This is an optimization exercise on Yosys and OpenROAD, whose aim is small area, a short achievable clock period and few clock cycles, not a production implementation. In this exercise RTL edits were held to simulation tests only and were not proved equivalent to the original. Power and IR drop assume default switching activity.

File: design/flow/config.mk
export PLATFORM = sky130hd
export DESIGN_NAME = mipsCpuTop
export DESIGN_NICKNAME = mipsCpuTop
export VERILOG_FILES = /design/flow/design.v
export SDC_FILE = /design/flow/constraint.sdc
export NUM_CORES = 4
export LEC_CHECK = 0
export CAP_MARGIN = 20
export CORE_MARGIN = 2
export CORE_UTILIZATION = 40
export SLEW_MARGIN = 20
File: design/flow/constraint.sdc
create_clock -name core_clock -period 10.0 [get_ports {clk}]
set_input_delay 2.0000 -clock core_clock [delete_from_list [all_inputs] [get_ports {clk}]]
set_output_delay 2.0000 -clock core_clock [all_outputs]
set_load 0.01 [all_outputs]
File: design/flow/design.v
package mipsPkg;
  localparam int dataWidth    = 32;
  localparam int regAddrWidth = 5;
  typedef logic [dataWidth-1:0]    word_t;
  typedef logic [regAddrWidth-1:0] regAddr_t;
  typedef enum logic [5:0] {
    OP_RTYPE = 6'b000000,
    OP_J     = 6'b000010,
    OP_BEQ   = 6'b000100,
    OP_BNE   = 6'b000101,
    OP_ADDIU = 6'b001001,
    OP_SLTI  = 6'b001010,
    OP_ANDI  = 6'b001100,
    OP_ORI   = 6'b001101,
    OP_LW    = 6'b100011,
    OP_SW    = 6'b101011
  } opcode_t;
  typedef enum logic [5:0] {
    FN_ADDU = 6'b100001,
    FN_AND  = 6'b100100,
    FN_OR   = 6'b100101
  } funct_t;
  typedef enum logic [2:0] {
    ALU_ADD,
    ALU_SUB,
    ALU_AND,
    ALU_OR,
    ALU_SLT    
  } aluOp_t;
  typedef enum logic [2:0] {
    SRCB_REG,
    SRCB_FOUR,
    SRCB_IMM_SEXT,
    SRCB_IMM_ZEXT,
    SRCB_BR_OFFSET    
  } aluSrcB_t;
  typedef enum logic [2:0] {
    FETCH,
    DECODE,
    EXEC1,
    EXEC2,
    EXEC3,
    HALTED
  } cpuState_t;
  typedef struct packed {
    opcode_t    opcode;
    regAddr_t   rs;
    regAddr_t   rt;
    regAddr_t   rd;
    logic [4:0] shamt;
    funct_t     funct;
  } rFields_t;
  typedef struct packed {
    opcode_t     opcode;
    regAddr_t    rs;
    regAddr_t    rt;
    logic [15:0] imm16;
  } iFields_t;
  typedef union packed {
    rFields_t rFields;
    iFields_t iFields;
  } instrWord_t;
  typedef struct packed {
    logic     pcWrite;
    logic     pcBranch;    
    logic     pcJump;
    logic     irWrite;
    logic     iorD;        
    logic     aluSrcA;
    aluSrcB_t aluSrcB;
    aluOp_t   aluOp;
    logic     regWrite;
    logic     regDst;      
    logic     memToReg;
  } ctrlSignals_t;
  typedef struct packed {
    word_t address;
    logic  read;
    logic  write;
    word_t writeData;
  } memReq_t;
endpackage
`timescale 1ns/1ps
module mipsAlu (
  input  mipsPkg::word_t  a,
  input  mipsPkg::word_t  b,
  input  mipsPkg::aluOp_t aluOp,
  output mipsPkg::word_t  result,
  output logic   zero
);
  logic lessThan;
  assign lessThan = $signed(a) < $signed(b);
  always_comb begin
    case (aluOp)
      mipsPkg::ALU_ADD: result = a + b;    
      mipsPkg::ALU_SUB: result = a - b;
      mipsPkg::ALU_AND: result = a & b;
      mipsPkg::ALU_OR:  result = a | b;
      mipsPkg::ALU_SLT: result = {{(mipsPkg::dataWidth-1){1'b0}}, lessThan};
      default: result = '0;
    endcase
  end
  assign zero = (result == '0);
endmodule
`timescale 1ns/1ps
module mipsRegFile (
  input  logic     clk,
  input  mipsPkg::regAddr_t raddrA,
  input  mipsPkg::regAddr_t raddrB,
  input  mipsPkg::regAddr_t waddr,
  input  mipsPkg::word_t    wdata,
  input  logic     wen,
  output mipsPkg::word_t    rdataA,
  output mipsPkg::word_t    rdataB
);
  mipsPkg::word_t regs [2**mipsPkg::regAddrWidth];
  always_ff @(posedge clk) begin
    if (wen && waddr != '0) begin
      regs[waddr] <= wdata;
    end
  end
  assign rdataA = (raddrA == '0) ? '0 : regs[raddrA];
  assign rdataB = (raddrB == '0) ? '0 : regs[raddrB];
endmodule
`timescale 1ns/1ps
module mipsControl (
  input  logic         clk,
  input  logic         rstN,
  input  mipsPkg::instrWord_t   instr,
  input  logic         aluZero,
  input  logic         pcIsZero,
  input  logic         waitRequest,
  output mipsPkg::ctrlSignals_t ctrl,
  output logic         read,
  output logic         write,
  output logic         active
);
  mipsPkg::cpuState_t state;
  mipsPkg::cpuState_t stateNext;
  logic      running;      
  logic      fetchGo;
  mipsPkg::opcode_t   opcode;
  mipsPkg::funct_t    funct;
  mipsPkg::aluOp_t    execOp;
  mipsPkg::aluSrcB_t  execSrcB;
  logic      writesReg;
  logic      isLoad;
  logic      isStore;
  logic      isBranch;
  logic      isJump;
  assign opcode  = instr.iFields.opcode;
  assign funct   = instr.rFields.funct;
  assign fetchGo = running && !pcIsZero;
  always_comb begin
    execOp    = mipsPkg::ALU_ADD;
    execSrcB  = mipsPkg::SRCB_IMM_SEXT;
    writesReg = 1'b0;
    isLoad    = 1'b0;
    isStore   = 1'b0;
    isBranch  = 1'b0;
    isJump    = 1'b0;
    case (opcode)
      mipsPkg::OP_RTYPE: begin
        execSrcB  = mipsPkg::SRCB_REG;
        writesReg = 1'b1;
        case (funct)
          mipsPkg::FN_ADDU: execOp = mipsPkg::ALU_ADD;
          mipsPkg::FN_AND:  execOp = mipsPkg::ALU_AND;
          mipsPkg::FN_OR:   execOp = mipsPkg::ALU_OR;
          default: writesReg = 1'b0;    
        endcase
      end
      mipsPkg::OP_ADDIU: writesReg = 1'b1;
      mipsPkg::OP_SLTI: begin
        execOp    = mipsPkg::ALU_SLT;
        writesReg = 1'b1;
      end
      mipsPkg::OP_ANDI: begin
        execOp    = mipsPkg::ALU_AND;
        execSrcB  = mipsPkg::SRCB_IMM_ZEXT;
        writesReg = 1'b1;
      end
      mipsPkg::OP_ORI: begin
        execOp    = mipsPkg::ALU_OR;
        execSrcB  = mipsPkg::SRCB_IMM_ZEXT;
        writesReg = 1'b1;
      end
      mipsPkg::OP_LW: isLoad = 1'b1;
      mipsPkg::OP_SW: isStore = 1'b1;
      mipsPkg::OP_BEQ, mipsPkg::OP_BNE: begin
        execOp   = mipsPkg::ALU_SUB;
        execSrcB = mipsPkg::SRCB_REG;
        isBranch = 1'b1;
      end
      mipsPkg::OP_J: isJump = 1'b1;
      default: ;
    endcase
  end
  always_comb begin
    stateNext = state;
    case (state)
      mipsPkg::FETCH: begin
        if (pcIsZero) begin
          stateNext = mipsPkg::HALTED;
        end else if (running && !waitRequest) begin
          stateNext = mipsPkg::DECODE;
        end
      end
      mipsPkg::DECODE: stateNext = mipsPkg::EXEC1;
      mipsPkg::EXEC1: stateNext = (writesReg || isLoad || isStore) ? mipsPkg::EXEC2 : mipsPkg::FETCH;
      mipsPkg::EXEC2: begin
        if (!(isLoad || isStore)) begin
          stateNext = mipsPkg::FETCH;
        end else if (!waitRequest) begin
          stateNext = isLoad ? mipsPkg::EXEC3 : mipsPkg::FETCH;
        end
      end
      mipsPkg::EXEC3: stateNext = mipsPkg::FETCH;
      mipsPkg::HALTED: stateNext = mipsPkg::HALTED;    
      default: stateNext = mipsPkg::FETCH;
    endcase
  end
  always_ff @(posedge clk) begin
    if (!rstN) begin
      state   <= mipsPkg::FETCH;
      running <= 1'b0;
    end else begin
      state   <= stateNext;
      running <= 1'b1;
    end
  end
  always_comb begin
    ctrl = '0;
    case (state)
      mipsPkg::FETCH: begin
        ctrl.aluSrcB = mipsPkg::SRCB_FOUR;                   
        ctrl.irWrite = fetchGo;
        ctrl.pcWrite = fetchGo && !waitRequest;
      end
      mipsPkg::DECODE: ctrl.aluSrcB = mipsPkg::SRCB_BR_OFFSET;      
      mipsPkg::EXEC1: begin
        ctrl.aluSrcA  = 1'b1;
        ctrl.aluSrcB  = execSrcB;
        ctrl.aluOp    = execOp;
        ctrl.pcBranch = isBranch && (aluZero ^ (opcode == mipsPkg::OP_BNE));
        ctrl.pcWrite  = isJump;
        ctrl.pcJump   = isJump;
      end
      mipsPkg::EXEC2: begin
        ctrl.iorD     = isLoad || isStore;
        ctrl.regWrite = writesReg;
        ctrl.regDst   = (opcode == mipsPkg::OP_RTYPE);
      end
      mipsPkg::EXEC3: begin
        ctrl.regWrite = isLoad;
        ctrl.memToReg = 1'b1;
      end
      default: ;
    endcase
  end
  assign read   = (state == mipsPkg::FETCH && fetchGo) || (state == mipsPkg::EXEC2 && isLoad);
  assign write  = (state == mipsPkg::EXEC2) && isStore;
  assign active = (state != mipsPkg::HALTED);
endmodule
`timescale 1ns/1ps
module mipsDatapath #(
  parameter mipsPkg::word_t resetVector = 32'h0000_0000
) (
  input  logic         clk,
  input  logic         rstN,
  input  mipsPkg::ctrlSignals_t ctrl,
  input  mipsPkg::word_t        readData,
  input  logic         waitRequest,
  input  mipsPkg::word_t        aluResult,
  input  mipsPkg::word_t        rdataA,
  input  mipsPkg::word_t        rdataB,
  output mipsPkg::instrWord_t   instr,
  output logic         pcIsZero,
  output mipsPkg::word_t        address,
  output mipsPkg::word_t        writeData,
  output mipsPkg::word_t        aluA,
  output mipsPkg::word_t        aluB,
  output mipsPkg::regAddr_t     raddrA,
  output mipsPkg::regAddr_t     raddrB,
  output mipsPkg::regAddr_t     waddr,
  output mipsPkg::word_t        wdata
);
  mipsPkg::word_t      pc;
  mipsPkg::instrWord_t ir;
  mipsPkg::word_t      regA;
  mipsPkg::word_t      regB;
  mipsPkg::word_t      aluOut;
  mipsPkg::word_t      mdr;
  mipsPkg::word_t      nextPc;
  mipsPkg::word_t      jumpTarget;
  mipsPkg::word_t      immSext;
  mipsPkg::word_t      immZext;
  logic       busDone;
  assign busDone = !waitRequest;    
  always_ff @(posedge clk) begin
    if (!rstN) begin
      pc <= resetVector;
    end else if (ctrl.pcWrite || ctrl.pcBranch) begin
      pc <= nextPc;
    end
  end
  always_ff @(posedge clk) begin
    if (ctrl.irWrite && busDone) begin
      ir <= readData;
    end
    if (ctrl.iorD && busDone) begin
      mdr <= readData;
    end
    if (!ctrl.iorD) begin
      aluOut <= aluResult;
    end
    regA <= rdataA;
    regB <= rdataB;
  end
  assign immSext    = {{16{ir.iFields.imm16[15]}}, ir.iFields.imm16};
  assign immZext    = {16'h0000, ir.iFields.imm16};
  assign jumpTarget = {pc[31:28], ir[25:0], 2'b00};    
  always_comb begin
    if (ctrl.pcJump) begin
      nextPc = jumpTarget;
    end else if (ctrl.pcBranch) begin
      nextPc = aluOut;       
    end else begin
      nextPc = aluResult;    
    end
  end
  assign aluA = ctrl.aluSrcA ? regA : pc;
  always_comb begin
    case (ctrl.aluSrcB)
      mipsPkg::SRCB_REG:       aluB = regB;
      mipsPkg::SRCB_FOUR:      aluB = 32'd4;
      mipsPkg::SRCB_IMM_SEXT:  aluB = immSext;
      mipsPkg::SRCB_IMM_ZEXT:  aluB = immZext;
      mipsPkg::SRCB_BR_OFFSET: aluB = {immSext[29:0], 2'b00};
      default:        aluB = '0;
    endcase
  end
  assign raddrA = ir.rFields.rs;
  assign raddrB = ir.rFields.rt;
  assign waddr  = ctrl.regDst ? ir.rFields.rd : ir.rFields.rt;
  assign wdata  = ctrl.memToReg ? mdr : aluOut;
  assign instr     = ir;
  assign pcIsZero  = (pc == '0);
  assign address   = ctrl.iorD ? aluOut : pc;
  assign writeData = regB;
endmodule
`timescale 1ns/1ps
module mipsCpu #(
  parameter mipsPkg::word_t resetVector = 32'h0000_0000
) (
  input  logic    clk,
  input  logic    rstN,
  output mipsPkg::memReq_t memReq,
  input  mipsPkg::word_t   readData,
  input  logic    waitRequest,
  output logic    active
);
  mipsPkg::ctrlSignals_t ctrl;
  mipsPkg::instrWord_t   instr;
  logic         aluZero;
  logic         pcIsZero;
  logic         read;
  logic         write;
  mipsPkg::word_t        address;
  mipsPkg::word_t        writeData;
  mipsPkg::word_t        aluA;
  mipsPkg::word_t        aluB;
  mipsPkg::word_t        aluResult;
  mipsPkg::word_t        rdataA;
  mipsPkg::word_t        rdataB;
  mipsPkg::word_t        wdata;
  mipsPkg::regAddr_t     raddrA;
  mipsPkg::regAddr_t     raddrB;
  mipsPkg::regAddr_t     waddr;
  assign memReq = {address, read, write, writeData};    
  mipsControl u_mipsControl (
    .clk         (clk),
    .rstN        (rstN),
    .instr       (instr),
    .aluZero     (aluZero),
    .pcIsZero    (pcIsZero),
    .waitRequest (waitRequest),
    .ctrl        (ctrl),
    .read        (read),
    .write       (write),
    .active      (active)
  );
  mipsDatapath #(.resetVector(resetVector)) u_mipsDatapath (
    .clk         (clk),
    .rstN        (rstN),
    .ctrl        (ctrl),
    .readData    (readData),
    .waitRequest (waitRequest),
    .aluResult   (aluResult),
    .rdataA      (rdataA),
    .rdataB      (rdataB),
    .instr       (instr),
    .pcIsZero    (pcIsZero),
    .address     (address),
    .writeData   (writeData),
    .aluA        (aluA),
    .aluB        (aluB),
    .raddrA      (raddrA),
    .raddrB      (raddrB),
    .waddr       (waddr),
    .wdata       (wdata)
  );
  mipsAlu u_mipsAlu (
    .a      (aluA),
    .b      (aluB),
    .aluOp  (ctrl.aluOp),
    .result (aluResult),
    .zero   (aluZero)
  );
  mipsRegFile u_mipsRegFile (
    .clk    (clk),
    .raddrA (raddrA),
    .raddrB (raddrB),
    .waddr  (waddr),
    .wdata  (wdata),
    .wen    (ctrl.regWrite),
    .rdataA (rdataA),
    .rdataB (rdataB)
  );
endmodule
`timescale 1ns/1ps
module mipsCpuTop (
  input  logic        clk,
  input  logic        rstN,
  output logic [31:0] memAddress,
  output logic        memRead,
  output logic        memWrite,
  output logic [31:0] memWriteData,
  input  logic [31:0] readData,
  input  logic        waitRequest,
  output logic        active
);
  mipsPkg::memReq_t memReq;
  mipsCpu #(.resetVector(32'h0000_0100)) u_mipsCpu (
    .clk         (clk),
    .rstN        (rstN),
    .memReq      (memReq),
    .readData    (readData),
    .waitRequest (waitRequest),
    .active      (active)
  );
  assign memAddress   = memReq.address;
  assign memRead      = memReq.read;
  assign memWrite     = memReq.write;
  assign memWriteData = memReq.writeData;
endmodule
File: design/flow/run.sh
#!/bin/bash
# synth_recipe.tcl (not shown) runs the flow's synth.tcl, then flattens the netlist and writes it again
# the make line also repeats each setting of config.mk as NAME=value (left out here)
make -C /OpenROAD-flow-scripts/flow DESIGN_CONFIG=/design/flow/config.mk WORK_HOME=/design/flow/orfs CLKGATE_MAP_FILE= SYNTH_SCRIPT=/design/flow/synth_recipe.tcl finish
==> impl_metrics.json <==
{
  "synth_top_family_by_area": "multiplexers",
  "antenna_left": 0,
  "dr.pass1.iters": 6,
  "drt_iter0_drc": 4933,
  "antenna_found_initial": 6,
  "async_flop_share": 0,
  "holdPathEnd": "u_mipsCpu.u_mipsDatapath.pc[17]",
  "root_buffer": "clkbuf_16",
  "clock_sinks": 1220,
  "wl_per_cell_um": 34.19,
  "syn_area_um2": 60270,
  "synth_top_area_frac": 0.5580,
  "post_cts_buffers": 0,
  "hold_class": "reg2reg",
  "ctsHoldBuffers": 0,
  "totalWireLength_um": 201000,
  "rsz0062_at_grt": "false",
  "clock_skew_ns": 0.04799,
  "intPower_w": 0.009867,
  "die_w_um": 392.2,
  "portBuffers": 101,
  "r2r_cells": 21,
  "met3_usage": 0.05285,
  "slowest_delay_ns": 0.89,
  "yosysMostFrequentCell": "edfxtp_1",
  "r2r_slack_ns": 1.51,
  "route.detailed.drc": 0,
  "crit_type": "reg2reg",
  "synth_cell_types": 80,
  "power_frac_comb": 0.215,
  "post_cts_resized": 0,
  "met1_usage": 0.3636,
  "seq_area_frac_synth": 0.5912,
  "yosys.area.top_type": "edfxtp_1",
  "place.gp.congestion": 0.9948,
  "hold_start": "u_mipsCpu.u_mipsDatapath.pc[17]",
  "synth-main-ff-cell": "edfxtp_1",
  "drive_above_1_share": 0.2587,
  "reg2reg_to": "u_mipsCpu.u_mipsDatapath.pc[16]",
  "worst_path_max_delay_cell": "mux2i_4",
  "grt_overflow": 0,
  "syn_area_per_cell_um2": 16.38,
  "core_area_um2": 149800,
  "finalSetupViolCount": 0,
  "yosys_warnings": 4,
  "end_kind": "register",
  "num_rows": 142,
  "yosys.area_share.simple": 0.04362,
  "rr_startpoint": "u_mipsCpu.u_mipsDatapath.ir[31]",
  "finalCriticalPeriod_ns": 8.494,
  "synth-edff-count": 1120,
  "cp_common_cell": "nor2_1",
  "p_leak_nw": 22.51,
  "io_pins": 102,
  "clk_latency_ns": 0.77,
  "hpwl_um": 120700,
  "area_growth_pct": 12.74,
  "ir_worst_vdd_v": 0.0001748,
  "relSlewSlack": 0.2040,
  "routed_via_density": 6.423,
  "final.setup.tns_ns": 0,
  "finalNetCount": 3888,
  "clk_pin_slew_ns": 0.06,
  "die-height_um": 392.2,
  "switchingPower_w": 0.004259,
  "grt_pass1_vias": 37212,
  "final-instance-count-excl-fill": 5879,
  "clk_path_buf_depth": 3,
  "synth_adder_area_share": 0.02059,
  "grt_max_degree": 126,
  "cp.arrival_ns": 9.12,
  "p_clk_frac": 0.322,
  "drv_cap": 0,
  "startpoint_type": "register",
  "vias": 37763,
  "status": "complete, no violations",
  "synth_cells": 3679,
  "fmax_mhz": 117.7,
  "netlist_top_cells_count": "1120 x edfxtp_1, 552 x mux4_2, 218 x nor2_1, 194 x clkbuf_1, 158 x nand2_1",
  "synth.mux.area_fraction": 0.2444,
  "synth_xor_area_frac": 0.002761,
  "busiest_layer": "met2",
  "fin_crit_sh": 0.8494,
  "crit_chain": "nor2_1 > nand3_1 > a211oi_2 > nor3_2 > buf_4 > a222oi_1 > ha_1 > nor4_1 > nand2_1 > a211oi_1 > nor2_1 > and2_1 > a221o_1 > a21oi_1 > nor4bb_1 > nand4bb_1 > nor4b_2 > mux2i_4 > buf_4 > nor2_1 > a211o_1",
  "p_per_area_nw_per_um2": 207.9,
  "dp.cells": 5649,
  "hold_viol": 0,
  "synthTopCellsByArea": "edfxtp_1 56%, mux4_2 21%, dfxtp_1 3.3%",
  "fp.dieArea_um2": 153800,
  "required_ns": 10.63,
  "path_max_fanout": 24,
  "cts_tree": "built",
  "htree_levels": 3,
  "whs_path_depth": 1,
  "synth_compound_area_frac": 0.07112,
  "cts_inserted_buffers": 119,
  "seqPwrFrac": 0.462,
  "start_util": 0.4024,
  "swShare": 0.3015,
  "tightest_slew_ns": 1.191,
  "synth_seq_cells": 1220,
  "grt_pass1_wl_um": 281900,
  "drv_slew": 0,
  "grt_usage": 0.2607,
  "gr-usage-met2": 0.4077
}
==> flip-flops by register name, indices dropped and copies added (netlist names) <==
name                             flops
u_mipsCpu.u_mipsControl.state        3
u_mipsCpu.u_mipsRegFile.regs      1024
u_mipsCpu.u_mipsDatapath.mdr        32
u_mipsCpu.u_mipsDatapath.pc         32
u_mipsCpu.u_mipsControl.running      1
u_mipsCpu.u_mipsDatapath.regA       32
u_mipsCpu.u_mipsDatapath.ir         32
u_mipsCpu.u_mipsDatapath.regB       32
u_mipsCpu.u_mipsDatapath.aluOut     32
==> placed cells by master (no fill, tap or decap), types with 22 or more instances in the layout <==
cell             netlist  final
dfxtp_1              100    100
a21o_1                29     29
nor3_1                47     44
edfxtp_1            1120   1120
o21ai_0               75     74
conb_1                 1     32
o211ai_1              33     33
clkdlybuf4s50_1        0    100
ha_1                  96     96
buf_4                  0     88
mux4_2               552    552
o221ai_1              56     56
nand3_1               25     25
a211o_1               23     23
a221oi_1              29     29
nand4_1               22     22
nor2_4                 0     33
mux2_2                83     83
o22ai_1               29     29
a21oi_1              134    133
inv_1                133    131
nor4_1                24     24
clkbuf_1             194     37
clkbuf_16              0    120
nor2_1               218    184
nand2_1              158    156
mux2i_1              136    135
==> worst max-delay path by stage <==
stage	from	endpoint	slack, ns	cells after the start
3_3_place_gp	u_mipsCpu.u_mipsDatapath.ir[31]	u_mipsCpu.u_mipsDatapath.pc[16]	1.27	21
4_1_cts	u_mipsCpu.u_mipsDatapath.ir[30]	u_mipsCpu.u_mipsDatapath.pc[16]	1.64	24
5_1_grt	u_mipsCpu.u_mipsDatapath.ir[31]	u_mipsCpu.u_mipsDatapath.pc[16]	0.91	23
3_5_place_dp	u_mipsCpu.u_mipsDatapath.ir[30]	u_mipsCpu.u_mipsDatapath.pc[16]	1.65	23
6_report	u_mipsCpu.u_mipsDatapath.ir[31]	u_mipsCpu.u_mipsDatapath.pc[16]	1.51	21
2_1_floorplan	u_mipsCpu.u_mipsDatapath.ir[31]	u_mipsCpu.u_mipsDatapath.pc[10]	3.91	26
==> power by group through the flow <==
stage          Sequential [W]  Clock (W)  Combinational [W]
2_1_floorplan         0.00649          0            0.00193
3_3_place_gp          0.00663          0            0.00300
3_5_place_dp          0.00663          0            0.00298
4_1_cts               0.00652    0.00461            0.00300
5_1_grt               0.00654    0.00481            0.00326
6_report              0.00653    0.00455            0.00304
==> cell families after synthesis <==
logic type	count (synthesis)
AO/OA/AOI/OAI	590
XOR/XNOR	19
adder cells (fa/ha/maj)	98
buffers and inverters	405
flip-flops	1220
multiplexers	771
other	1
AND/OR/NAND/NOR	575
==> critical path, delay by kind of cell (launching register included) <==
kind / cells / cell delay [ns]
AND/OR/NAND/NOR: 11 / 3.22
AO/OA/AOI/OAI: 6 / 2.65
buffers and inverters: 2 / 0.65
flip-flops: 1 / 0.38
adder cells (fa/ha/maj): 1 / 0.53
multiplexers: 1 / 0.89
==> final cells by class <==
| cell class | count | area (µm²) |
|---|---|---|
| flip-flops and latches | 1220 | 35630 |
| multi-input cells | 2085 | 23520 |
| inverters | 133 | 499.2 |
| well taps | 2016 | 2522 |
| fillers | 12889 | 81830 |
| clock buffers | 172 | 3348 |
| diodes | 2 | 5.005 |
| clock inverters | 55 | 616.8 |
| repair buffers | 196 | 1807 |
==> stage by stage <==
| stage | worst slack [ns] | power [W] | hold WS [ns] | util | instance area, µm² |
|---|---|---|---|---|---|
| floorplan | 3.906 | 0.008410 | 0.4693 | - | 60390 |
| global placement | 1.273 | 0.009629 | 0.5156 | 0.4270 | 63960 |
| detailed placement | 1.650 | 0.009612 | 0.5128 | 0.4271 | 63960 |
| CTS | 1.638 | 0.01412 | 0.5219 | 0.4535 | 67930 |
| global route | 0.9060 | 0.01461 | 0.5409 | 0.4536 | 67940 |
| finish | 1.506 | 0.01413 | 0.5215 | 0.4537 | 67950 |
==> per-layer routing <==
metal,vias to the layer above,part of all wire
met5,-,0.00021
met4,6,0.034
li1,15317,-
met2,2215,0.47
met3,352,0.10
met1,19873,0.40
Testbench counts, summed over its fixed seeds: cycles 369,381.

-- re-timing with driven ports --
The flow's constraints put no driver on any port. The routed layout listed below was extracted and timed again, unchanged, in two steps.
Step 1, drivers: a clkbuf_16 drives clk and a buf_2 each remaining input, both assumed.
Step 2 times the ports against the registers' clock, not the clock port: input delays grow and output delays shrink by t, the midpoint of the rising clock arrivals with the driver on.
a / b / c = ideal / step 1 / step 2; a / b = the first two.
shift t [ns]: 0.832
slack for setup (ns): 1.506 / 1.506 / 1.506
worst hold slack (ns): 0.521 / 0.521 / 0.521
After both steps this run still meets setup and hold. The setup slack of this run moves by 0.000 ns with the drivers and by 0.000 ns with both steps.
